Context: an optimization exercise on an open-source flow, tuned for small area. The choices shown serve that exercise and are no tape-out recipe. In this exercise RTL edits were held to simulation tests only and were not proved equivalent to the original. Power figures rest on the tool's default switching activity, not on a simulated workload.

==> flow/design.v <==
package img_inv_pkg;
   localparam int FRAME_BYTES_DEF = 158;
   typedef logic [7:0] byte_t;
   typedef enum logic [2:0] {
      IDLE,
      RX_FILL,
      TX_LOAD,
      TX_SEND,
      TX_WAIT,
      DONE,
      CK_SEND,
      CK_WAIT
   } state_t;
endpackage
module img_frame_buf
#(
   parameter int LANES = 8,
   parameter int RINGS = 20,
   parameter int LW    = 3
) (
   input  logic          clock,
   input  logic          we,
   input  logic [LW-1:0] wcell,
   input  logic [7:0]    wdata,
   input  logic          shift,
   input  logic [LW-1:0] rcell,
   output logic [7:0]    rdata
);
   logic [7:0] ring [0:RINGS-1][0:LANES-1];
   always_ff @(posedge clock) begin
      for (int i = 0; i < LANES; i++) begin
         if (we && wcell == LW'(i)) ring[0][i] <= wdata;
         else                       ring[0][i] <= ring[0][(i+LANES-1)%LANES];
      end
      for (int j = 1; j < RINGS; j++) begin
         ring[j][0] <= shift ? ring[j-1][LANES-1] : ring[j][LANES-1];
         for (int i = 1; i < LANES; i++) ring[j][i] <= ring[j][i-1];
      end
   end
   assign rdata = ring[RINGS-1][rcell];
endmodule
import img_inv_pkg::*;
module img_inv_stream_ctrl
#(
   parameter int FRAME_BYTES = FRAME_BYTES_DEF,
   parameter int ADDR_W      = 8,
   parameter int CNT_W       = 12
) (
   input  logic             clock,
   input  logic             reset_rtl,
   input  logic [7:0]       i_rx_data,
   input  logic             i_rx_data_valid,
   input  logic             i_invert_en,
   output logic [7:0]       o_tx_data,
   output logic             o_tx_data_valid,
   input  logic             i_tx_done,
   output logic             o_busy,
   output logic             o_frame_done,
   output logic             o_overrun,
   output logic [CNT_W-1:0] o_frame_count,
   output logic [2:0]       o_dbg_state
);
   localparam int LANES = 8;
   localparam int LW    = 3;    
   localparam int RINGS = (FRAME_BYTES + LANES - 1) / LANES;
   localparam int FINAL = LANES * (RINGS - 1);
   localparam logic [ADDR_W-1:0] LAST = ADDR_W'(FRAME_BYTES - 1);
   img_inv_pkg::state_t state, state_next;
   logic [ADDR_W-1:0] cnt;
   logic              inv_q;
   logic [7:0]        rdata;
   logic [LW-1:0]     ph, lane, diff;
   logic [LANES-1:0]  pend;
   logic              idle, we, rd, shift, last;
   assign idle  = (state == IDLE);
   assign we    = (idle || state == RX_FILL) && i_rx_data_valid;
   assign rd    = (state == TX_SEND);
   assign lane  = idle ? '0 : cnt[LW-1:0];
   assign diff  = ph - lane;
   assign shift = pend[ph];
   assign last  = (cnt == LAST);
   img_frame_buf #(.LANES(LANES), .RINGS(RINGS)) u_buf (
      .clock (clock),
      .we    (we),
      .wcell (diff),
      .wdata (i_rx_data),
      .shift (shift),
      .rcell (diff - LW'(1)),
      .rdata (rdata)
   );
   assign o_busy       = !idle;
   assign o_dbg_state  = state;
   assign o_frame_done = (state == DONE);
   always_comb begin
      state_next = state;
      case (state)
         IDLE:    if (i_rx_data_valid) state_next = RX_FILL;
         RX_FILL: if (i_rx_data_valid && last) state_next = TX_LOAD;
         TX_LOAD: state_next = TX_SEND;
         TX_SEND: state_next = TX_WAIT;
         TX_WAIT: if (i_tx_done) state_next = last ? DONE : TX_LOAD;
         default: state_next = IDLE;
      endcase
   end
   always_ff @(posedge clock) begin
      if (idle) begin
         cnt   <= ADDR_W'(1);
         inv_q <= i_invert_en;
      end else if (state == RX_FILL && i_rx_data_valid) begin
         cnt <= last ? '0 : cnt + ADDR_W'(1);
      end else if (state == TX_WAIT && i_tx_done) begin
         cnt <= cnt + ADDR_W'(1);
      end
   end
   always_ff @(posedge clock) begin
      if (reset_rtl) begin
         ph   <= '0;
         pend <= '0;
      end else begin
         ph <= ph + LW'(1);
         for (int l = 0; l < LANES; l++) begin
            if (lane == LW'(l) && ((we && (idle || int'(cnt) < FINAL)) || rd)) pend[l] <= 1'b1;
            else if (ph == LW'(l)) pend[l] <= 1'b0;
         end
      end
   end
   always_ff @(posedge clock) begin
      if (reset_rtl) begin
         state           <= IDLE;
         o_tx_data       <= '0;
         o_tx_data_valid <= 1'b0;
         o_overrun       <= 1'b0;
         o_frame_count   <= '0;
      end else begin
         state           <= state_next;
         o_tx_data_valid <= rd;
         if (rd) o_tx_data <= inv_q ? ~rdata : rdata;
         if (state == TX_WAIT && i_tx_done && last) o_frame_count <= o_frame_count + CNT_W'(1);
         if (i_rx_data_valid && !idle && state != RX_FILL) o_overrun <= 1'b1;
      end
   end
endmodule
clock: 5.0 ns
lec_check: 0
cap_margin: 20
core_margin: 2
core_utilization: 40
cts_buf_list: sky130_fd_sc_hd__clkbuf_4
cts_cluster_diameter: 40
cts_cluster_size: 10
slew_margin: 20
run.sh (not shown) runs the stock make flow with config.mk's settings and CLKGATE_MAP_FILE= SYNTH_SCRIPT=/design/flow/synth_recipe.tcl, a recipe that flattens the netlist after the stock synthesis.
==> next run, changes <==
Settings changed: CORE_UTILIZATION 40 to 65, CTS_BUF_LIST sky130_fd_sc_hd__clkbuf_4 to sky130_fd_sc_hd__clkbuf_16, CTS_CLUSTER_DIAMETER 40 to 50, CTS_CLUSTER_SIZE 10 to 36, PLACE_DENSITY set to 0.75.
After rerunning:
- The changed run completed without violations
- die area came out lower by 38%
- cell area stays flat
- clock-buffer cell count came out lower by 107
- wire length came out lower by 1.8%
- worst setup slack gets worse by 0.091 ns
- total power came out higher by 6.0%
==> next run, changes <==
Settings changed: CORE_UTILIZATION 65 to 40, CTS_BUF_LIST sky130_fd_sc_hd__clkbuf_16 to unset, CTS_CLUSTER_DIAMETER 50 to unset, CTS_CLUSTER_SIZE 36 to unset, PLACE_DENSITY 0.75 to unset.
The changed run went through all stages and came out clean.
Worst hold slack is worse by 0.0064 ns.
Flip-flop and latch count is unchanged.
Clock skew came out lower by 0.010 ns.
Clock power came out higher by 42%.
Cell count came out higher by 20%.
Register-to-register slack is better by 0.07 ns.
Wire length came out higher by 2.7%.
First-iteration DRC count came out higher by 17%.

[what the ideal ports hide]
No port has a modelled driver above. Below, the same layouts with a new extraction and two added sets of constraints. Step 1, drivers: a clkbuf_16 drives clock and a buf_2 each remaining input, both assumed. Step 2 moves the port delays by t, midway between the first and last clock arrival at a register: inputs arrive t later, outputs are due t later. That takes back most of the time a late clock gives input paths. Slacks: ideal ports / drivers / drivers and shift; pairs: ideal ports / drivers.
run | t (ns) | setup WS [ns] | pins driven straight from the clock port
the first run | 0.994 | 1.459 / 1.422 / 1.459 | 1
the second run | 0.686 | 1.368 / 1.368 / 1.368 | 1
the third run | 0.705 | 1.442 / 1.442 / 1.442 | 1
After both steps setup and hold are still met in every run listed.
